What follows belongs to an exercise in optimizing a design on an open flow for small area, a short achievable clock period and few clock cycles; a production flow would make more cautious choices.
Where RTL was checked, it was by simulation tests only, not by an equivalence proof against the original.
Only the layout flow was run in run 1; the RTL was not checked for function there.
No activity file was given, so power comes from the tool's default toggle rates.

**config.mk**
```make
export PLATFORM = sky130hd
export DESIGN_NAME = linked_list_sequence_store
export DESIGN_NICKNAME = linked_list_sequence_store
export VERILOG_FILES = /design/flow/design.v
export SDC_FILE = /design/flow/constraint.sdc
export NUM_CORES = 4
export LEC_CHECK = 0
export ABC_CLOCK_PERIOD_IN_PS = 3000
export CAP_MARGIN = 20
export CORE_MARGIN = 2
export CORE_UTILIZATION = 30
export SETUP_SLACK_MARGIN = 4.0
export SLEW_MARGIN = 20
```
**constraint.sdc**
```tcl
create_clock -name core_clock -period 7.5 [get_ports {i_clk}]
set_input_delay 1.5000 -clock core_clock [delete_from_list [all_inputs] [get_ports {i_clk}]]
set_output_delay 1.5000 -clock core_clock [all_outputs]
set_load 0.01 [all_outputs]
```
**design.v**
```verilog
`default_nettype none
package llss_pkg;
    localparam int CAPACITY_DEF = 64;
    localparam logic [3:0] REQ_INS_FRONT = 4'd0;
    localparam logic [3:0] REQ_INS_REAR  = 4'd1;
    localparam logic [3:0] REQ_LIST      = 4'd2;
    localparam logic [3:0] REQ_COUNT     = 4'd3;
    localparam logic [3:0] REQ_DEL_VALUE = 4'd4;
    localparam logic [3:0] REQ_DEL_REAR  = 4'd5;
    localparam logic [3:0] REQ_DEL_FRONT = 4'd6;
    localparam logic [3:0] REQ_INS_AFTER = 4'd7;
    localparam logic [3:0] REQ_REVERSE   = 4'd8;
    localparam logic [1:0] ST_OK       = 2'd0;
    localparam logic [1:0] ST_EMPTY    = 2'd1;
    localparam logic [1:0] ST_NOTFOUND = 2'd2;
    localparam logic [1:0] ST_FULL     = 2'd3;
endpackage
`default_nettype wire
`default_nettype none
module llss_node_store #(
    parameter int CAPACITY = 64
) (
    input  wire logic                 i_clk,
    input  wire logic [CAPACITY-1:0]  i_wr,      
    input  wire logic [CAPACITY-1:0]  i_up,      
    input  wire logic [CAPACITY-1:0]  i_dn,      
    input  wire logic [31:0]          i_wr_data,
    input  wire logic [31:0]          i_probe,
    output logic [CAPACITY-1:0]       o_eq,      
    input  wire logic [CAPACITY-1:0]  i_rd_sel,  
    output logic [31:0]               o_rd_data
);
    logic [31:0] r_slot [CAPACITY];
    logic [CAPACITY-1:0] s_hold;
    logic [31:0] s_rd [CAPACITY];
    assign s_hold = ~(i_wr | i_up | i_dn);
    for (genvar i = 0; i < CAPACITY; i++) begin : g_slot
        logic [31:0] s_lo, s_hi;
        assign s_lo = (i == 0) ? i_wr_data : r_slot[(i == 0) ? 0 : i - 1];
        assign s_hi = (i == CAPACITY - 1) ? i_wr_data : r_slot[(i == CAPACITY - 1) ? i : i + 1];
        always_ff @(posedge i_clk)
            r_slot[i] <= ({32{i_wr[i]}} & i_wr_data) | ({32{i_up[i]}} & s_lo) |
                         ({32{i_dn[i]}} & s_hi) | ({32{s_hold[i]}} & r_slot[i]);
        assign o_eq[i] = r_slot[i] == i_probe;
        assign s_rd[i] = {32{i_rd_sel[i]}} & r_slot[i];
    end
    always_comb begin
        o_rd_data = '0;
        for (int i = 0; i < CAPACITY; i++) o_rd_data = o_rd_data | s_rd[i];
    end
endmodule
`default_nettype wire
`default_nettype none
module linked_list_sequence_store #(
    parameter int CAPACITY = llss_pkg::CAPACITY_DEF
) (
    input  wire logic               i_clk,
    input  wire logic               i_rst_n,
    input  wire logic               i_valid,
    output logic                    o_ready,
    input  wire logic [3:0]         i_req_type,
    input  wire logic signed [31:0] i_elem_value,
    input  wire logic signed [31:0] i_anchor_value,
    output logic                    o_valid,
    input  wire logic               i_ready,
    output logic signed [31:0]      o_out_value,
    output logic [1:0]              o_status,
    output logic [6:0]              o_node_total,
    output logic                    o_last_flag
);
    localparam int N = CAPACITY;
    function automatic logic [N-1:0] or_up(input logic [N-1:0] x);
        logic [N-1:0] y;
        y = x;
        for (int d = 1; d < N; d = d * 2) y = y | (y << d);
        or_up = y;
    endfunction
    function automatic logic [N-1:0] or_down(input logic [N-1:0] x);
        logic [N-1:0] y;
        y = x;
        for (int d = 1; d < N; d = d * 2) y = y | (y >> d);
        or_down = y;
    endfunction
    function automatic logic [N-1:0] follow(input logic [N-1:0] m, input logic [N-1:0] wr,
                                            input logic [N-1:0] up, input logic [N-1:0] dn,
                                            input logic new_eq);
        follow = (m & ~(wr | up | dn)) | ((m << 1) & up) | ((m >> 1) & dn) |
                 ({N{new_eq}} & wr);
    endfunction
    function automatic logic is_list_t(input logic [3:0] t);
        is_list_t = t == llss_pkg::REQ_LIST || t == llss_pkg::REQ_REVERSE;
    endfunction
    logic [N-1:0] r_v;               
    logic [6:0]   r_cnt;
    logic         r_rev;
    logic         r_ordy;
    logic         c_v;
    logic [3:0]   c_t;
    logic [31:0]  c_ev, c_av;
    logic         p_v;
    logic [3:0]   p_t;
    logic [31:0]  p_ev;
    logic [N-1:0] p_m;               
    logic         p_cw;              
    logic         e_v;
    logic         e_ins, e_del;      
    logic [N-1:0] e_ge;              
    logic [31:0]  e_ev;
    logic         e_resp;            
    logic         e_multi;           
    logic [1:0]   e_st;
    logic [6:0]   e_tot;
    logic         e_vrd, e_vev;      
    logic [N-1:0] e_rsel;            
    logic [6:0]   e_lrem;            
    logic         r_o0v, r_o1v;
    logic [41:0]  r_o0, r_o1;        
    logic [N-1:0] s_wr, s_up, s_dn, s_eq;
    logic [31:0]  s_probe, s_rd;
    assign s_probe = (c_t == llss_pkg::REQ_INS_AFTER) ? c_av : c_ev;
    llss_node_store #(.CAPACITY(N)) u_store (
        .i_clk(i_clk), .i_wr(s_wr), .i_up(s_up), .i_dn(s_dn),
        .i_wr_data(e_ev), .i_probe(s_probe), .o_eq(s_eq),
        .i_rd_sel(e_rsel), .o_rd_data(s_rd)
    );
    logic         ex, e_done, e_free;
    logic [N-1:0] v_next;
    logic [6:0]   cnt_next;
    logic [41:0]  res;
    always_comb begin
        ex   = e_v && !r_o1v;
        s_wr = (ex && e_ins) ? (e_ge & ~(e_ge << 1)) : '0;
        s_up = (ex && e_ins) ? (e_ge << 1) : '0;
        s_dn = (ex && e_del) ? e_ge : '0;
        v_next   = (ex && e_ins) ? {r_v[N-2:0], 1'b1} : (ex && e_del) ? {1'b0, r_v[N-1:1]} : r_v;
        cnt_next = r_cnt + 7'(ex && e_ins) - 7'(ex && e_del);
        res = {e_vrd ? s_rd : e_vev ? e_ev : 32'd0, e_st, e_tot,
               e_multi ? e_lrem == 7'd1 : 1'b1};
        e_done = ex && !(e_multi && e_lrem > 7'd1);
        e_free = !e_v || e_done;
    end
    logic         p_adv, p_free;
    logic [N-1:0] pm, asc, desc_n, ge_ins, ge_del, last_slot;
    logic         found, empty, full, is_ins, is_del, do_ins, do_del, rev_p;
    logic [1:0]   st;
    always_comb begin
        p_adv  = p_v && e_free;
        p_free = !p_v || p_adv;
        pm     = follow(p_m, s_wr, s_up, s_dn, p_cw);
        asc    = or_up(pm);
        desc_n = ~(or_down(pm) >> 1);    
        found  = asc[N-1];
        empty  = !v_next[0];
        full   = v_next[N-1];
        last_slot = v_next & ~(v_next >> 1);
        rev_p  = r_rev ^ (p_t == llss_pkg::REQ_REVERSE);
        is_ins = p_t == llss_pkg::REQ_INS_FRONT || p_t == llss_pkg::REQ_INS_REAR ||
                 p_t == llss_pkg::REQ_INS_AFTER;
        is_del = p_t == llss_pkg::REQ_DEL_VALUE || p_t == llss_pkg::REQ_DEL_REAR ||
                 p_t == llss_pkg::REQ_DEL_FRONT;
        if (p_t == llss_pkg::REQ_INS_AFTER)
            ge_ins = empty ? '1 : r_rev ? desc_n : (asc << 1);
        else if ((p_t == llss_pkg::REQ_INS_REAR) != r_rev)
            ge_ins = ~v_next;                   
        else
            ge_ins = '1;                        
        if (p_t == llss_pkg::REQ_DEL_VALUE)
            ge_del = r_rev ? desc_n : asc;
        else if ((p_t == llss_pkg::REQ_DEL_REAR) != r_rev)
            ge_del = ~(v_next >> 1);            
        else
            ge_del = '1;                        
        do_ins = is_ins && !full && (p_t != llss_pkg::REQ_INS_AFTER || empty || found);
        do_del = is_del && !empty && (p_t != llss_pkg::REQ_DEL_VALUE || found);
        st = llss_pkg::ST_OK;
        if (is_ins) begin
            if (full) st = llss_pkg::ST_FULL;
            else if (!do_ins) st = llss_pkg::ST_NOTFOUND;
        end else if (is_del || is_list_t(p_t)) begin
            if (empty) st = llss_pkg::ST_EMPTY;
            else if (is_del && !do_del) st = llss_pkg::ST_NOTFOUND;
        end
    end
    logic         c_adv, c_free;
    logic [N-1:0] cm;
    logic [31:0]  next_e_ev;
    always_comb begin
        c_adv  = c_v && p_free;
        c_free = !c_v || c_adv;
        cm     = follow(s_eq, s_wr, s_up, s_dn, e_ev == s_probe) & v_next;
        next_e_ev = p_adv ? p_ev : e_ev;
    end
    logic take, res_v, o1v_n, c_v_n, p_v_n, e_v_n, e_single_n;
    always_comb begin
        take  = r_o0v && i_ready;
        res_v = ex && e_resp;
        o1v_n = r_o1v ? !take : (res_v && r_o0v && !take);
        c_v_n = (r_ordy && i_valid) || (c_v && !c_adv);
        p_v_n = c_adv || (p_v && !p_adv);
        e_v_n = p_adv || (e_v && !e_done);
        e_single_n = p_adv ? !(is_list_t(p_t) && !empty && cnt_next > 7'd1)
                           : !(e_multi && e_lrem > (ex ? 7'd2 : 7'd1));
    end
    always_ff @(posedge i_clk) begin
        if (!i_rst_n) begin
            c_v    <= 1'b0;
            p_v    <= 1'b0;
            e_v    <= 1'b0;
            r_v    <= '0;
            r_cnt  <= '0;
            r_rev  <= 1'b0;
            r_ordy <= 1'b1;
            r_o0v  <= 1'b0;
            r_o1v  <= 1'b0;
        end else begin
            c_v   <= c_v_n;
            p_v   <= p_v_n;
            e_v   <= e_v_n;
            r_v   <= v_next;
            r_cnt <= cnt_next;
            if (p_adv) r_rev <= rev_p;
            r_ordy <= !c_v_n || !p_v_n || !e_v_n || (e_single_n && !o1v_n);
            r_o1v <= o1v_n;
            if (r_o1v) begin
                if (take) r_o0v <= 1'b1;
            end else if (res_v) r_o0v <= 1'b1;
            else if (take) r_o0v <= 1'b0;
        end
        if (r_ordy) begin
            c_t  <= i_req_type;
            c_ev <= i_elem_value;
            c_av <= i_anchor_value;
        end
        if (c_adv) begin
            p_t  <= c_t;
            p_ev <= c_ev;
            p_m  <= cm;
            p_cw <= next_e_ev == s_probe;
        end else if (p_v) begin
            p_m  <= pm;
        end
        if (p_adv) begin
            e_ins   <= do_ins;
            e_del   <= do_del;
            e_ge    <= is_ins ? ge_ins : ge_del;
            e_ev    <= p_ev;
            e_resp  <= p_t <= llss_pkg::REQ_REVERSE;
            e_multi <= is_list_t(p_t) && !empty;
            e_st    <= st;
            e_tot   <= cnt_next + 7'(do_ins) - 7'(do_del);
            e_vrd   <= !empty && (is_list_t(p_t) || p_t == llss_pkg::REQ_DEL_REAR ||
                                  p_t == llss_pkg::REQ_DEL_FRONT);
            e_vev   <= p_t == llss_pkg::REQ_DEL_VALUE && do_del;
            e_rsel  <= (rev_p != (p_t == llss_pkg::REQ_DEL_REAR)) ? last_slot : N'(1);
            e_lrem  <= cnt_next;
        end else if (ex && e_multi) begin
            e_rsel  <= r_rev ? (e_rsel >> 1) : (e_rsel << 1);
            e_lrem  <= e_lrem - 7'd1;
        end
        if (r_o1v) begin
            if (take) r_o0 <= r_o1;
        end else if (res_v) begin
            if (!r_o0v || take) r_o0 <= res;
            else r_o1 <= res;
        end
    end
    assign o_ready      = r_ordy;
    assign o_valid      = r_o0v;
    assign o_out_value  = r_o0[41:10];
    assign o_status     = r_o0[9:8];
    assign o_node_total = r_o0[7:1];
    assign o_last_flag  = r_o0[0];
endmodule
`default_nettype wire
```
**run.sh**
```bash
#!/bin/bash
# synth_recipe.tcl (not shown) runs the flow's synth.tcl, then flattens the netlist and writes it again
# the make line also repeats each setting of config.mk as NAME=value (left out here)
make -C /OpenROAD-flow-scripts/flow DESIGN_CONFIG=/design/flow/config.mk WORK_HOME=/design/flow/orfs CLKGATE_MAP_FILE= SYNTH_SCRIPT=/design/flow/synth_recipe.tcl finish
```
==> results.sh, run 1 <==
export IMPL_status="did not finish"
export IMPL_stop_stage="global routing (5_1_grt)"
export IMPL_error="[ERROR GRT-0116] Global routing finished with congestion. Check the congestion regions in the DRC Viewer."
export IMPL_synth_xor_area_share_pct=12.6
export IMPL_ys_warn_count=4
export IMPL_synth_nets=17500
export IMPL_dp_cells=23600
export IMPL_synth_main_ff_cell="dfxtp_1"
export IMPL_numCtsBuffers=331
export IMPL_start_util_pct=30.2
export IMPL_synth_compound_area_share_pct=24.2
export IMPL_synth_seq_area_share_pct=37.4
export IMPL_cts_root_buffer="clkbuf_16"
export IMPL_placementRows=257
export IMPL_overflow=1720
export IMPL_clockBufferDepth=4
export IMPL_grt_pass1_vias=214000
export IMPL_cts_hold_buf=0
export IMPL_cts_htree_levels=5
export IMPL_async_flop_share_pct=0
export IMPL_post_synth_inst_count=17400
export IMPL_cts_num_sinks=2561
export IMPL_track_usage_pct=83.9
export IMPL_yosys_register_bits=2561
export IMPL_synth_common_cells="nand2_1, dfxtp_1, a222oi_1, xnor2_1, clkbuf_1"
export IMPL_hpwl_um=1430000
export IMPL_port_buffers=115
export IMPL_die_width_um=706
export IMPL_die_h_um=706
export IMPL_synth_edff_count=403
export IMPL_yosysMostFrequentCell="nand2_1"
export IMPL_syn_cell_area_mm2=0.148
export IMPL_yosys_area_share_adder_pct=0.245
export IMPL_synth_top_family_by_area="compound AO/OA/AOI/OAI gates"
export IMPL_ioPinCount=116
export IMPL_grt_max_degree=96
export IMPL_yosys_cell_types_count=100
export IMPL_syn_area_per_cell_um2=8.51
export IMPL_place_gp_congestion=1.36
export IMPL_grt_pass1_wl_um=2800000
export IMPL_yosys_area_share_simple_pct=19.4
export IMPL_synth_area_mux_share_pct=0.910
export IMPL_yosys_area_top_type="dfxtp_1"
export IMPL_synth_top_area_share_pct=29.2
export IMPL_synth_top_cells_by_area="dfxtp_1, a222oi_1, nand2_1"
[power by group through the flow]
stage | Sequential (µW) | Combinational [µW] | Clock [µW]
CTS | 28600 | 26100 | 17500
detailed placement | 28900 | 24300 | 0
floorplan | 20700 | 9590 | 0
global placement | 28900 | 24400 | 0
[cell families after synthesis]
family,count (synthesis)
flip-flops,2561
adder cells (fa/ha/maj),28
XOR/XNOR,2126
multiplexers,130
buffers and inverters,2006
AO/OA/AOI/OAI,4032
AND/OR/NAND/NOR,6513
[through the flow]
step / worst slack, ns / instance area [µm²] / setup TNS, ns
4_1_cts: 2.32 / 190000 / 0
2_1_floorplan: 2.82 / 148000 / 0
3_5_place_dp: 0.908 / 164000 / 0
3_3_place_gp: -1.21 / 164000 / -3.18
[worst max-delay path by stage]
stage,endpoint,startpoint,slack (ns)
CTS,e_tot[6],e_v,2.32
detailed placement,e_tot[6],e_ins,0.91
global placement,p_m[14],c_t[0],-1.21
floorplan,e_tot[6],e_ins,2.82
[metal layers]
layer	overflow	track usage, %
met4	620	76.0
met5	24	60.3
met1	72	86.8
met3	102	78.0
met2	902	91.1
[timing repair]
item	in CTS
setup endpoints to repair	1438
pin swaps	344
cloned	63
setup buffers	599
gates resized for setup	1317
==> inputs of run 2 (changes only) <==
--- a/design.v
+++ b/design.v
@@ -97,4 +97,5 @@
     logic         c_v;
     logic [3:0]   c_t;
+    logic         c_after, c_search;   
     logic [31:0]  c_ev, c_av;
     logic         p_v;
@@ -103,6 +104,9 @@
     logic [N-1:0] p_m;               
     logic         p_cw;              
+    logic         p_search;
     logic         e_v;
     logic         e_ins, e_del;      
+    logic         e_mod;             
+    logic         e_last;            
     logic [N-1:0] e_ge;              
     logic [31:0]  e_ev;
@@ -110,5 +114,4 @@
     logic         e_multi;           
     logic [1:0]   e_st;
-    logic [6:0]   e_tot;
     logic         e_vrd, e_vev;      
     logic [N-1:0] e_rsel;            
@@ -118,5 +121,5 @@
     logic [N-1:0] s_wr, s_up, s_dn, s_eq;
     logic [31:0]  s_probe, s_rd;
-    assign s_probe = (c_t == llss_pkg::REQ_INS_AFTER) ? c_av : c_ev;
+    assign s_probe = c_after ? c_av : c_ev;
     llss_node_store #(.CAPACITY(N)) u_store (
         .i_clk(i_clk), .i_wr(s_wr), .i_up(s_up), .i_dn(s_dn),
@@ -126,5 +129,5 @@
     logic         ex, e_done, e_free;
     logic [N-1:0] v_next;
-    logic [6:0]   cnt_next;
+    logic [6:0]   cnt_next, cnt_up, cnt_dn;
     logic [41:0]  res;
     always_comb begin
@@ -134,8 +137,9 @@
         s_dn = (ex && e_del) ? e_ge : '0;
         v_next   = (ex && e_ins) ? {r_v[N-2:0], 1'b1} : (ex && e_del) ? {1'b0, r_v[N-1:1]} : r_v;
-        cnt_next = r_cnt + 7'(ex && e_ins) - 7'(ex && e_del);
-        res = {e_vrd ? s_rd : e_vev ? e_ev : 32'd0, e_st, e_tot,
-               e_multi ? e_lrem == 7'd1 : 1'b1};
-        e_done = ex && !(e_multi && e_lrem > 7'd1);
+        cnt_up   = r_cnt + 7'd1;
+        cnt_dn   = r_cnt - 7'd1;
+        cnt_next = (ex && e_ins) ? cnt_up : (ex && e_del) ? cnt_dn : r_cnt;
+        res = {e_vrd ? s_rd : e_vev ? e_ev : 32'd0, e_st, cnt_next, e_last};
+        e_done = ex && e_last;
         e_free = !e_v || e_done;
     end
@@ -145,9 +149,9 @@
     logic [1:0]   st;
     always_comb begin
-        p_adv  = p_v && e_free;
+        p_adv  = p_v && (!e_v || (!r_o1v && e_last && !(p_search && e_mod)));
         p_free = !p_v || p_adv;
         pm     = follow(p_m, s_wr, s_up, s_dn, p_cw);
-        asc    = or_up(pm);
-        desc_n = ~(or_down(pm) >> 1);    
+        asc    = or_up(p_m);
+        desc_n = ~(or_down(p_m) >> 1);   
         found  = asc[N-1];
         empty  = !v_next[0];
@@ -191,5 +195,5 @@
         next_e_ev = p_adv ? p_ev : e_ev;
     end
-    logic take, res_v, o1v_n, c_v_n, p_v_n, e_v_n, e_single_n;
+    logic take, res_v, o1v_n, c_v_n, p_v_n, e_v_n, e_last_n, p_wait_n;
     always_comb begin
         take  = r_o0v && i_ready;
@@ -199,6 +203,8 @@
         p_v_n = c_adv || (p_v && !p_adv);
         e_v_n = p_adv || (e_v && !e_done);
-        e_single_n = p_adv ? !(is_list_t(p_t) && !empty && cnt_next > 7'd1)
-                           : !(e_multi && e_lrem > (ex ? 7'd2 : 7'd1));
+        p_wait_n = (c_adv ? c_search : p_search) &&
+                   (p_adv ? (do_ins || do_del) : (e_v && !e_done && e_mod));
+        e_last_n = p_adv ? !(is_list_t(p_t) && !empty && cnt_next > 7'd1)
+                         : (ex && e_multi) ? e_lrem == 7'd2 : e_last;
     end
     always_ff @(posedge i_clk) begin
@@ -220,5 +226,5 @@
             r_cnt <= cnt_next;
             if (p_adv) r_rev <= rev_p;
-            r_ordy <= !c_v_n || !p_v_n || !e_v_n || (e_single_n && !o1v_n);
+            r_ordy <= !c_v_n || !p_v_n || !e_v_n || (e_last_n && !o1v_n && !p_wait_n);
             r_o1v <= o1v_n;
             if (r_o1v) begin
@@ -229,4 +235,7 @@
         if (r_ordy) begin
             c_t  <= i_req_type;
+            c_after  <= i_req_type == llss_pkg::REQ_INS_AFTER;
+            c_search <= i_req_type == llss_pkg::REQ_INS_AFTER ||
+                        i_req_type == llss_pkg::REQ_DEL_VALUE;
             c_ev <= i_elem_value;
             c_av <= i_anchor_value;
@@ -234,4 +243,5 @@
         if (c_adv) begin
             p_t  <= c_t;
+            p_search <= c_search;
             p_ev <= c_ev;
             p_m  <= cm;
@@ -243,4 +253,5 @@
             e_ins   <= do_ins;
             e_del   <= do_del;
+            e_mod   <= do_ins || do_del;
             e_ge    <= is_ins ? ge_ins : ge_del;
             e_ev    <= p_ev;
@@ -248,5 +259,4 @@
             e_multi <= is_list_t(p_t) && !empty;
             e_st    <= st;
-            e_tot   <= cnt_next + 7'(do_ins) - 7'(do_del);
             e_vrd   <= !empty && (is_list_t(p_t) || p_t == llss_pkg::REQ_DEL_REAR ||
                                   p_t == llss_pkg::REQ_DEL_FRONT);
@@ -258,4 +268,5 @@
             e_lrem  <= e_lrem - 7'd1;
         end
+        e_last <= e_last_n;
         if (r_o1v) begin
             if (take) r_o0 <= r_o1;
--- a/config.mk
+++ b/config.mk
@@ -6,8 +6,8 @@
 export NUM_CORES = 4
 export LEC_CHECK = 0
-export ABC_CLOCK_PERIOD_IN_PS = 3000
 export CAP_MARGIN = 20
 export CORE_MARGIN = 2
-export CORE_UTILIZATION = 30
+export CORE_UTILIZATION = 35
+export PLACE_DENSITY = 0.42
 export SETUP_SLACK_MARGIN = 4.0
 export SLEW_MARGIN = 20
==> run 2 against run 1 <==
Compared with the run above: the flow again stops in global routing (5_1_grt); synthesized area is 0.98% lower; synthesized cell count is 1.6% lower.
==> results.sh, run 2 <==
export IMPL_cts_htree_levels=5
export IMPL_synth_edff_count=399
export IMPL_die_h_um=651
export IMPL_yosys_area_top_type="dfxtp_1"
export IMPL_synth_nets=17200
export IMPL_grt_pass1_wl_um=2570000
export IMPL_ioPinCount=116
export IMPL_place_gp_congestion=1.32
export IMPL_overflow=4751
export IMPL_numCtsBuffers=314
export IMPL_clockBufferDepth=4
export IMPL_placementRows=237
export IMPL_status="did not finish"
export IMPL_synth_main_ff_cell="dfxtp_1"
export IMPL_start_util_pct=35.2
export IMPL_synth_top_area_share_pct=29.5
export IMPL_post_synth_inst_count=17100
export IMPL_die_width_um=651
export IMPL_track_usage_pct=88.0
export IMPL_yosys_register_bits=2559
export IMPL_async_flop_share_pct=0
export IMPL_error="[ERROR GRT-0116] Global routing finished with congestion. Check the congestion regions in the DRC Viewer."
export IMPL_grt_pass1_vias=210000
export IMPL_yosys_cell_types_count=80
export IMPL_yosysMostFrequentCell="nand2_1"
export IMPL_synth_seq_area_share_pct=37.7
export IMPL_syn_cell_area_mm2=0.147
export IMPL_synth_top_cells_by_area="dfxtp_1, a222oi_1, xnor2_1"
export IMPL_grt_max_degree=80
export IMPL_cts_num_sinks=2559
export IMPL_cts_root_buffer="clkbuf_16"
export IMPL_port_buffers=115
export IMPL_hpwl_um=1310000
export IMPL_synth_common_cells="nand2_1, dfxtp_1, xnor2_1, a222oi_1, clkbuf_1"
export IMPL_stop_stage="global routing (5_1_grt)"
export IMPL_cts_hold_buf=0
export IMPL_syn_area_per_cell_um2=8.56
export IMPL_ys_warn_count=4
==> run 2: cell count changes after synthesis, moves of 80 or more <==
cell and delta:
nor3_1 +147, buf_1 -128, nand4_1 -102, xor2_1 -388, o21ai_0 -85, nor4_1 +114
clkbuf_1 -80, buf_4 +103, xnor2_1 +357
==> run 2: what timing repair did <==
action	CTS
buffers inserted	171
resized for setup	441
pin swaps	92
cloned	29
setup endpoints to repair	488
==> run 2: cells by family after synthesis <==
logic type,after synthesis,synth area share [%]
xor+xnor,2095,12.5
fa+ha+maj,4,0.0342
buf+inv,1925,5.47
compound gates,3972,24.0
simple gates,6463,19.3
mux,106,0.985
flops,2559,37.7
==> run 2: metal layers <==
metal / track usage (%) / GRT overflow
met5: 63.1 / 20
met3: 81.1 / 251
met2: 95.7 / 2773
met1: 90.1 / 202
met4: 83.0 / 1505
==> run 2: how the worst max path moves through the flow <==
stage	endpoint
after floorplan	r_ordy
after global placement	e_ge[30]
after detailed placement	p_m[43]
after CTS	r_o0[11]
==> run 2: metrics by stage <==
stage	setup WS, ns	util [%]	area, µm²	instances
floorplan	3.83	-	147000	17100
global placement	1.40	38.3	160000	22200
detailed placement	2.32	38.4	160000	22300
CTS	3.59	42.1	175000	23000
==> run 2: power groups by stage <==
stage	sequential, µW	combinational (µW)	clock (µW)
floorplan	18300	6400	0
global placement	24000	15900	0
detailed placement	23900	15900	0
CTS	23600	16600	16400
Testbench counts of run 2, summed over its fixed seeds: cycles 73,878.
==> inputs of run 3 (changes only) <==
--- a/config.mk
+++ b/config.mk
@@ -8,6 +8,6 @@
 export CAP_MARGIN = 20
 export CORE_MARGIN = 2
-export CORE_UTILIZATION = 35
-export PLACE_DENSITY = 0.42
+export CORE_UTILIZATION = 25
+export PLACE_DENSITY = 0.3
 export SETUP_SLACK_MARGIN = 4.0
 export SLEW_MARGIN = 20
==> run 3 against run 2 <==
Compared with the run above: the run again fails in global routing (5_1_grt); synthesized area unchanged; synthesized cell count stayed put.
==> results.sh, run 3 <==
export IMPL_port_buffers=115
export IMPL_grt_max_degree=85
export IMPL_die_width_um=770
export IMPL_synth_seq_area_share_pct=37.7
export IMPL_yosys_cell_types_count=80
export IMPL_yosysMostFrequentCell="nand2_1"
export IMPL_error="[ERROR GRT-0232] Routing congestion too high. Check the congestion heatmap in the GUI."
export IMPL_yosys_register_bits=2559
export IMPL_die_h_um=770
export IMPL_synth_top_area_share_pct=29.5
export IMPL_syn_area_per_cell_um2=8.56
export IMPL_cts_hold_buf=0
export IMPL_status="did not finish"
export IMPL_synth_common_cells="nand2_1, dfxtp_1, xnor2_1, a222oi_1, clkbuf_1"
export IMPL_place_ws_ns=1.90
export IMPL_synth_top_cells_by_area="dfxtp_1, a222oi_1, xnor2_1"
export IMPL_start_util_pct=25.1
export IMPL_post_synth_inst_count=17100
export IMPL_synth_nets=17200
export IMPL_ioPinCount=116
export IMPL_placementRows=281
export IMPL_async_flop_share_pct=0
export IMPL_hpwl_um=1560000
export IMPL_cts_root_buffer="clkbuf_16"
export IMPL_synth_edff_count=399
export IMPL_overflow=2
export IMPL_track_usage_pct=68.4
export IMPL_cts_htree_levels=5
export IMPL_numCtsBuffers=341
export IMPL_syn_cell_area_mm2=0.147
export IMPL_dpl_cell_area_mm2=0.166
export IMPL_yosys_area_top_type="dfxtp_1"
export IMPL_ys_warn_count=4
export IMPL_dp_cells=24900
export IMPL_clockBufferDepth=4
export IMPL_stop_stage="global routing (5_1_grt)"
export IMPL_place_gp_congestion=1.18
export IMPL_synth_main_ff_cell="dfxtp_1"
export IMPL_cts_num_sinks=2559
## run 3: cell counts after synthesis
No cell type changed its count.
## run 3: repair_timing
action	CTS
pin swaps	196
gates resized for setup	821
setup endpoints to repair	1755
cloned	42
setup buffers	344
## run 3: stage by stage
stage          util [%]  power [µW]  hold WS, ns
3_3_place_gp       28.4       43200        0.406
3_5_place_dp       28.5       43000        0.415
4_1_cts            31.9       61700        0.431
2_1_floorplan         -       24700        0.400
## run 3: logic make-up after synthesis
| group | count (synthesis) | share of synthesized area [%] |
|---|---|---|
| AOI/OAI and AO/OA | 3972 | 24.0 |
| and+or+nand+nor | 6463 | 19.3 |
| DFF | 2559 | 37.7 |
| adders and majority gates | 4 | 0.0342 |
| xor gates and xnor gates | 2095 | 12.5 |
| muxes | 106 | 0.985 |
| buffers and inverters | 1925 | 5.47 |
## run 3: worst max-delay path by stage
stage	depth (start not counted)	from	end
CTS	8	e_rsel[54]	r_o0[16]
floorplan	4	i_ready	r_ordy
global placement	11	c_after	p_m[55]
detailed placement	11	c_after	p_m[43]
## run 3: power by group through the flow
stage / sequential (µW) / clock, µW / combinational, µW
global placement: 23500 / 0 / 19700
floorplan: 18300 / 0 / 6400
CTS: 23200 / 17800 / 20700
detailed placement: 23500 / 0 / 19600
## run 3: metal layers
metal,overflow,track usage [%]
met5,0,26.7
met4,0,68.5
met3,0,54.0
met2,2,82.6
met1,0,69.1
==> inputs of run 4 (changes only) <==
--- a/design.v
+++ b/design.v
@@ -18,4 +18,53 @@
 `default_nettype wire
 `default_nettype none
+module llss_slot (
+    input  wire logic        i_clk,
+    input  wire logic        i_wr,         
+    input  wire logic        i_up,         
+    input  wire logic        i_dn,         
+    input  wire logic [31:0] i_wr_data,
+    input  wire logic [31:0] i_lo,
+    input  wire logic [31:0] i_hi,
+    output logic [31:0]      o_q,
+    input  wire logic [31:0] i_probe,
+    output logic             o_eq          
+);
+    logic hold;
+    assign hold = !(i_wr || i_up || i_dn);
+    always_ff @(posedge i_clk)
+        o_q <= ({32{i_wr}} & i_wr_data) | ({32{i_up}} & i_lo) |
+               ({32{i_dn}} & i_hi) | ({32{hold}} & o_q);
+    assign o_eq = o_q == i_probe;
+endmodule
+module llss_group (
+    input  wire logic        i_clk,
+    input  wire logic [3:0]  i_wr,
+    input  wire logic [3:0]  i_up,
+    input  wire logic [3:0]  i_dn,
+    input  wire logic [31:0] i_wr_data,
+    input  wire logic [31:0] i_lo,         
+    input  wire logic [31:0] i_hi,         
+    output logic [31:0]      o_bot,        
+    output logic [31:0]      o_top,        
+    input  wire logic [31:0] i_probe,
+    output logic [3:0]       o_eq,
+    input  wire logic [3:0]  i_rd_sel,
+    output logic [31:0]      o_rd
+);
+    logic [31:0] q [4];
+    for (genvar k = 0; k < 4; k++) begin : g_s
+        llss_slot u_slot (
+            .i_clk(i_clk), .i_wr(i_wr[k]), .i_up(i_up[k]), .i_dn(i_dn[k]),
+            .i_wr_data(i_wr_data),
+            .i_lo((k == 0) ? i_lo : q[(k == 0) ? 0 : k - 1]),
+            .i_hi((k == 3) ? i_hi : q[(k == 3) ? k : k + 1]),
+            .o_q(q[k]), .i_probe(i_probe), .o_eq(o_eq[k])
+        );
+    end
+    assign o_bot = q[0];
+    assign o_top = q[3];
+    assign o_rd = ({32{i_rd_sel[0]}} & q[0]) | ({32{i_rd_sel[1]}} & q[1]) |
+                  ({32{i_rd_sel[2]}} & q[2]) | ({32{i_rd_sel[3]}} & q[3]);
+endmodule
 module llss_node_store #(
     parameter int CAPACITY = 64
@@ -31,21 +80,22 @@
     output logic [31:0]               o_rd_data
 );
-    logic [31:0] r_slot [CAPACITY];
-    logic [CAPACITY-1:0] s_hold;
-    logic [31:0] s_rd [CAPACITY];
-    assign s_hold = ~(i_wr | i_up | i_dn);
-    for (genvar i = 0; i < CAPACITY; i++) begin : g_slot
-        logic [31:0] s_lo, s_hi;
-        assign s_lo = (i == 0) ? i_wr_data : r_slot[(i == 0) ? 0 : i - 1];
-        assign s_hi = (i == CAPACITY - 1) ? i_wr_data : r_slot[(i == CAPACITY - 1) ? i : i + 1];
-        always_ff @(posedge i_clk)
-            r_slot[i] <= ({32{i_wr[i]}} & i_wr_data) | ({32{i_up[i]}} & s_lo) |
-                         ({32{i_dn[i]}} & s_hi) | ({32{s_hold[i]}} & r_slot[i]);
-        assign o_eq[i] = r_slot[i] == i_probe;
-        assign s_rd[i] = {32{i_rd_sel[i]}} & r_slot[i];
+    localparam int NG = CAPACITY / 4;
+    logic [31:0] bot [NG];
+    logic [31:0] top [NG];
+    logic [31:0] rd [NG];
+    for (genvar g = 0; g < NG; g++) begin : g_grp
+        llss_group u_grp (
+            .i_clk(i_clk), .i_wr(i_wr[4*g +: 4]), .i_up(i_up[4*g +: 4]), .i_dn(i_dn[4*g +: 4]),
+            .i_wr_data(i_wr_data),
+            .i_lo((g == 0) ? i_wr_data : top[(g == 0) ? 0 : g - 1]),
+            .i_hi((g == NG - 1) ? i_wr_data : bot[(g == NG - 1) ? g : g + 1]),
+            .o_bot(bot[g]), .o_top(top[g]),
+            .i_probe(i_probe), .o_eq(o_eq[4*g +: 4]),
+            .i_rd_sel(i_rd_sel[4*g +: 4]), .o_rd(rd[g])
+        );
     end
     always_comb begin
         o_rd_data = '0;
-        for (int i = 0; i < CAPACITY; i++) o_rd_data = o_rd_data | s_rd[i];
+        for (int g = 0; g < NG; g++) o_rd_data = o_rd_data | rd[g];
     end
 endmodule
@@ -97,6 +147,6 @@
     logic         c_v;
     logic [3:0]   c_t;
-    logic         c_after, c_search;   
-    logic [31:0]  c_ev, c_av;
+    logic         c_search;          
+    logic [31:0]  c_ev, c_pr;        
     logic         p_v;
     logic [3:0]   p_t;
@@ -117,9 +167,12 @@
     logic [N-1:0] e_rsel;            
     logic [6:0]   e_lrem;            
+    logic         r_ex;              
+    logic         f_v;
+    logic [41:0]  f_res;             
     logic         r_o0v, r_o1v;
-    logic [41:0]  r_o0, r_o1;        
+    logic [41:0]  r_o0, r_o1;
     logic [N-1:0] s_wr, s_up, s_dn, s_eq;
     logic [31:0]  s_probe, s_rd;
-    assign s_probe = c_after ? c_av : c_ev;
+    assign s_probe = c_pr;
     llss_node_store #(.CAPACITY(N)) u_store (
         .i_clk(i_clk), .i_wr(s_wr), .i_up(s_up), .i_dn(s_dn),
@@ -132,5 +185,5 @@
     logic [41:0]  res;
     always_comb begin
-        ex   = e_v && !r_o1v;
+        ex   = r_ex;
         s_wr = (ex && e_ins) ? (e_ge & ~(e_ge << 1)) : '0;
         s_up = (ex && e_ins) ? (e_ge << 1) : '0;
@@ -149,5 +202,5 @@
     logic [1:0]   st;
     always_comb begin
-        p_adv  = p_v && (!e_v || (!r_o1v && e_last && !(p_search && e_mod)));
+        p_adv  = p_v && (!e_v || (r_ex && e_last && !(p_search && e_mod)));
         p_free = !p_v || p_adv;
         pm     = follow(p_m, s_wr, s_up, s_dn, p_cw);
@@ -195,9 +248,12 @@
         next_e_ev = p_adv ? p_ev : e_ev;
     end
-    logic take, res_v, o1v_n, c_v_n, p_v_n, e_v_n, e_last_n, p_wait_n;
+    logic take, res_v, f_mv, f_v_n, o0v_n, o1v_n, c_v_n, p_v_n, e_v_n, e_last_n, p_wait_n;
     always_comb begin
         take  = r_o0v && i_ready;
         res_v = ex && e_resp;
-        o1v_n = r_o1v ? !take : (res_v && r_o0v && !take);
+        f_mv  = f_v && (!r_o1v || take);
+        f_v_n = res_v || (f_v && !f_mv);
+        o0v_n = (r_o0v && !take) || r_o1v || f_v;
+        o1v_n = r_o1v ? (!take || f_v) : (f_v && r_o0v && !take);
         c_v_n = (r_ordy && i_valid) || (c_v && !c_adv);
         p_v_n = c_adv || (p_v && !p_adv);
@@ -217,4 +273,6 @@
             r_rev  <= 1'b0;
             r_ordy <= 1'b1;
+            r_ex   <= 1'b0;
+            f_v    <= 1'b0;
             r_o0v  <= 1'b0;
             r_o1v  <= 1'b0;
@@ -226,18 +284,17 @@
             r_cnt <= cnt_next;
             if (p_adv) r_rev <= rev_p;
-            r_ordy <= !c_v_n || !p_v_n || !e_v_n || (e_last_n && !o1v_n && !p_wait_n);
+            r_ordy <= !c_v_n || !p_v_n || !e_v_n ||
+                      (e_last_n && (!f_v_n || !o1v_n) && !p_wait_n);
+            r_ex  <= e_v_n && (!f_v_n || !o1v_n);
+            f_v   <= f_v_n;
+            r_o0v <= o0v_n;
             r_o1v <= o1v_n;
-            if (r_o1v) begin
-                if (take) r_o0v <= 1'b1;
-            end else if (res_v) r_o0v <= 1'b1;
-            else if (take) r_o0v <= 1'b0;
         end
         if (r_ordy) begin
             c_t  <= i_req_type;
-            c_after  <= i_req_type == llss_pkg::REQ_INS_AFTER;
             c_search <= i_req_type == llss_pkg::REQ_INS_AFTER ||
                         i_req_type == llss_pkg::REQ_DEL_VALUE;
             c_ev <= i_elem_value;
-            c_av <= i_anchor_value;
+            c_pr <= (i_req_type == llss_pkg::REQ_INS_AFTER) ? i_anchor_value : i_elem_value;
         end
         if (c_adv) begin
@@ -269,10 +326,7 @@
         end
         e_last <= e_last_n;
-        if (r_o1v) begin
-            if (take) r_o0 <= r_o1;
-        end else if (res_v) begin
-            if (!r_o0v || take) r_o0 <= res;
-            else r_o1 <= res;
-        end
+        if (res_v) f_res <= res;
+        if (!r_o0v || take) r_o0 <= r_o1v ? r_o1 : f_res;
+        if (r_o1v ? take : !(!r_o0v || take)) r_o1 <= f_res;
     end
     assign o_ready      = r_ordy;
--- a/config.mk
+++ b/config.mk
@@ -7,7 +7,11 @@
 export LEC_CHECK = 0
 export CAP_MARGIN = 20
+export CELL_PAD_IN_SITES_DETAIL_PLACEMENT = 1
+export CELL_PAD_IN_SITES_GLOBAL_PLACEMENT = 1
 export CORE_MARGIN = 2
-export CORE_UTILIZATION = 25
-export PLACE_DENSITY = 0.3
+export CORE_UTILIZATION = 30
+export PLACE_DENSITY = 0.4
 export SETUP_SLACK_MARGIN = 4.0
 export SLEW_MARGIN = 20
+export SYNTH_HIERARCHICAL = 1
+export SYNTH_MINIMUM_KEEP_SIZE = 0
==> run 4 against run 3 <==
Compared with the run above: the run now finishes clean; synthesized area up 3.1%; synthesized cell count down 0.85%.
==> results.sh, run 4 <==
export IMPL_status="finished clean"
export IMPL_die_width_um=714
export IMPL_ant_nets=0
export IMPL_finalSetupViolations=0
export IMPL_clock_fmax_mhz=270
export IMPL_synth_top_cells_by_area="dfxtp_1, a222oi_1, nand2_1"
export IMPL_synth_top_area_share_pct=28.7
export IMPL_crit_type="reg2reg"
export IMPL_place_ws_ns=3.21
export IMPL_path_max_fanout=38
export IMPL_place_gp_congestion=1.01
export IMPL_r2r_cells=10
export IMPL_worstPathRequired_ns=8.33
export IMPL_skew_ns=0.0429
export IMPL_port_buffers=115
export IMPL_p_leak_uw=0.0736
export IMPL_yosys_register_bits=2602
export IMPL_grt_pass1_wl_um=1420000
export IMPL_post_synth_inst_count=17000
export IMPL_core_area_mm2=0.501
export IMPL_drt_total_wl_um=1070000
export IMPL_critPathCaptureType="flop"
export IMPL_mostFrequentLayoutCells="nand2_1, a222oi_1, dfxtp_1"
export IMPL_synth_nets=17100
export IMPL_synth_edff_count=440
export IMPL_r2r_start="c_pr[1]"
export IMPL_ioPinCount=116
export IMPL_clk_latency_ns=1.03
export IMPL_cts_num_sinks=2602
export IMPL_ir_worst_vdd_mv=0.222
export IMPL_syn_cell_area_mm2=0.151
export IMPL_cts_tree="built"
export IMPL_yosys_area_top_type="dfxtp_1"
export IMPL_rsz0062_at_grt="yes"
export IMPL_start_util_pct=30.1
export IMPL_timing_final_crit_period_ns=3.71
export IMPL_placementRows=260
export IMPL_num_vias=161000
export IMPL_slew_viol_final=0
export IMPL_nets=17000
export IMPL_worstPathCellList="buf_4, buf_12, xor2_1, nor4_2, nand4_1, nor2_1, a22o_1, a221o_1, a21oi_1, a31oi_1"
export IMPL_mostFrequentLayoutCell="nand2_1"
export IMPL_grt_max_degree=106
export IMPL_startpoint_type="flop"
export IMPL_die_area_mm2=0.509
export IMPL_crit_path_start="c_pr[1]"
export IMPL_regMostFlops="u_store.g_grp.u_grp.g_s.u_slot.o_q"
export IMPL_cts_htree_levels=5
export IMPL_viasPerCell=6.72
export IMPL_relSlewSlack_pct=16.0
export IMPL_largest_reg_flops=2048
export IMPL_worst_slack_ns=3.79
export IMPL_min_from="c_ev[23]"
export IMPL_min_to="p_ev[23]"
export IMPL_reg2reg_to="p_m[25]"
export IMPL_numCtsBuffers=350
export IMPL_track_usage_pct=40.0
export IMPL_grt_pass1_vias=158000
export IMPL_drive_gt1_share_pct=11.1
export IMPL_pwr_density_cell_mw_per_mm2=398
export IMPL_ys_warn_count=14
export IMPL_first_pass_iters=12
export IMPL_hold_viol=0
export IMPL_clk_pin_slew_ns=0.06
export IMPL_fin_crit_sh_pct=49.4
export IMPL_synth_seq_area_share_pct=37.4
export IMPL_syn_area_per_cell_um2=8.90
export IMPL_fill_cells=57100
export IMPL_totalNegativeSetupSlack_ns=0
export IMPL_drc=0
export IMPL_hold_path_class="reg2reg"
export IMPL_yosysMostFrequentCell="nand2_1"
export IMPL_synth_common_cells="nand2_1, dfxtp_1, a222oi_1, xor2_1, a22oi_1"
export IMPL_overflow=0
export IMPL_clockBufferDepth=4
export IMPL_die_h_um=714
export IMPL_antenna_found_initial=90
export IMPL_worst_pin_slew_ns=1.26
export IMPL_crit_path_top_delay_cell="nor4_2"
export IMPL_drt_iter0_markers=27800
export IMPL_cts_hold_buf=0
export IMPL_synth_main_ff_cell="dfxtp_1"
export IMPL_async_flop_share_pct=0
export IMPL_r2r_slack_ns=3.79
export IMPL_routedWlPerCell_um=44.7
export IMPL_yosys_cell_types_count=91
export IMPL_hpwl_um=756000
export IMPL_cts_root_buffer="clkbuf_16"
export IMPL_critPathMaxStageDelay_ns=0.50
export IMPL_syn_to_final_growth_pct=13.8
export IMPL_max_cap_violations=0
export IMPL_arrival_ns=4.54
export IMPL_hold_path_depth=0
-- run 4: cell count changes after synthesis, sizes merged, moves of 97 or more --
cell / previous run / this run
a221oi: 356 / 4
a22o: 410 / 43
a22oi: 355 / 1034
and2: 176 / 30
and3: 41 / 138
buf: 340 / 1178
clkbuf: 1495 / 237
nand2: 4570 / 4999
nand4: 297 / 171
nor4: 587 / 694
xnor2: 2087 / 21
xor2: 8 / 2092
-- run 4: cell families after synthesis --
kind of cell    count (synthesis)  share of synthesized area [%]
simple gates                 6642                           19.3
buf+inv                      1483                           6.97
mux                           185                           1.30
xor+xnor                     2113                           12.3
compound gates               3948                           22.7
flops                        2602                           37.4
fa+ha+maj                       5                         0.0398
other cells                     1                        0.00248
-- run 4: how the worst max path moves through the flow --
stage	slack, ns	cells after the start	end
final	3.79	10	p_m[25]
after global placement	2.48	9	e_ge[0]
after floorplan	3.53	8	p_m[25]
after detailed placement	3.21	10	u_store.g_grp[12].u_grp.g_s[2].u_slot.o_q[27]
after global routing	3.97	7	e_ge[0]
after CTS	3.81	7	e_ge[5]
-- run 4: cell type report --
cell class              count  area (µm²)  share of cell area (%)
clock inverters           127        1470                   0.856
multi-input cells       12900       85700                    49.9
inverters                  68         283                   0.165
repair buffers           1009        9010                    5.24
flip-flops and latches   2602       56600                    32.9
repair inverters            1        8.76                 0.00510
clock buffers             522       10300                    5.98
well taps                6681        8360                    4.86
diodes                     49         123                  0.0713
-- run 4: worst max-delay path: cells and delay by family, from the launching register on --
| family | cells | cell delay [ns] |
|---|---|---|
| and+or+nand+nor | 3 | 1.29 |
| DFF | 1 | 0.36 |
| buffers and inverters | 2 | 0.43 |
| AOI/OAI and AO/OA | 4 | 0.60 |
| xor gates and xnor gates | 1 | 0.39 |
-- run 4: layer usage --
layer	part of all wire (%)	routed length, µm	track usage (%)
met3	8.0	85600	8.11
met5	0.015	160	0
met2	45	479000	63.4
met4	10	111000	35.0
met1	37	394000	45.9
-- run 4: Yosys stat by module, one instance, submodules excluded, a selection --
module                      cells inside  cell area [µm²]
linked_list_sequence_store          3123            31100
llss_slot                            187             1690
llss_group                           108              679
-- run 4: repair_timing --
action,CTS,global route
setup endpoints to repair,1437,474
cloned,3,2
pin swaps,17,15
setup buffers,59,54
gates resized for setup,165,71
-- run 4: report_power, final --
part	total, µW	internal (µW)	switching (µW)
clock network	17800	10400	7450
registers	27900	18400	9510
logic	22700	6720	16000
-- run 4: per-stage QoR --
stage          util (%)  cell area (µm²)  cells  total power, µW  hold slack, ns
6_report           34.3           172000  24000            68400           0.416
3_5_place_dp       31.5           158000  23100            49200           0.405
2_1_floorplan         -           151000  17000            32700           0.400
5_1_grt            34.3           172000  23900            69800           0.424
4_1_cts            34.1           171000  23800            67300           0.418
3_3_place_gp       31.4           157000  23100            48600           0.403
Testbench counts of run 4, summed over its fixed seeds: cycles 73,886.

[port drivers added, routing unchanged]
In the flow no input, the clock included, has a driving cell. The finished layout below was timed again as built, in two steps.
Step 1 (the two cells are an assumption about what drives the block):
set clk [get_ports {i_clk}]
set_driving_cell -lib_cell sky130_fd_sc_hd__clkbuf_16 $clk
set_driving_cell -lib_cell sky130_fd_sc_hd__buf_2 [delete_from_list [all_inputs] $clk]
Step 2 also shifts input and output timing later by t, the mid clock arrival at the registers, as if the neighbouring blocks saw the same clock.
Three values: no drivers, after step 1, after step 2; two values: the first two.
run: run 4
shift t [ns]: 1.129
setup WS [ns]: 3.792 / 3.792 / 3.409
hold slack, ns: 0.416 / 0.416 / 0.416
After both steps run 4 still meets setup and hold. For run 4, drivers alone change the setup slack by 0.000 ns; drivers and shift together by -0.383 ns.
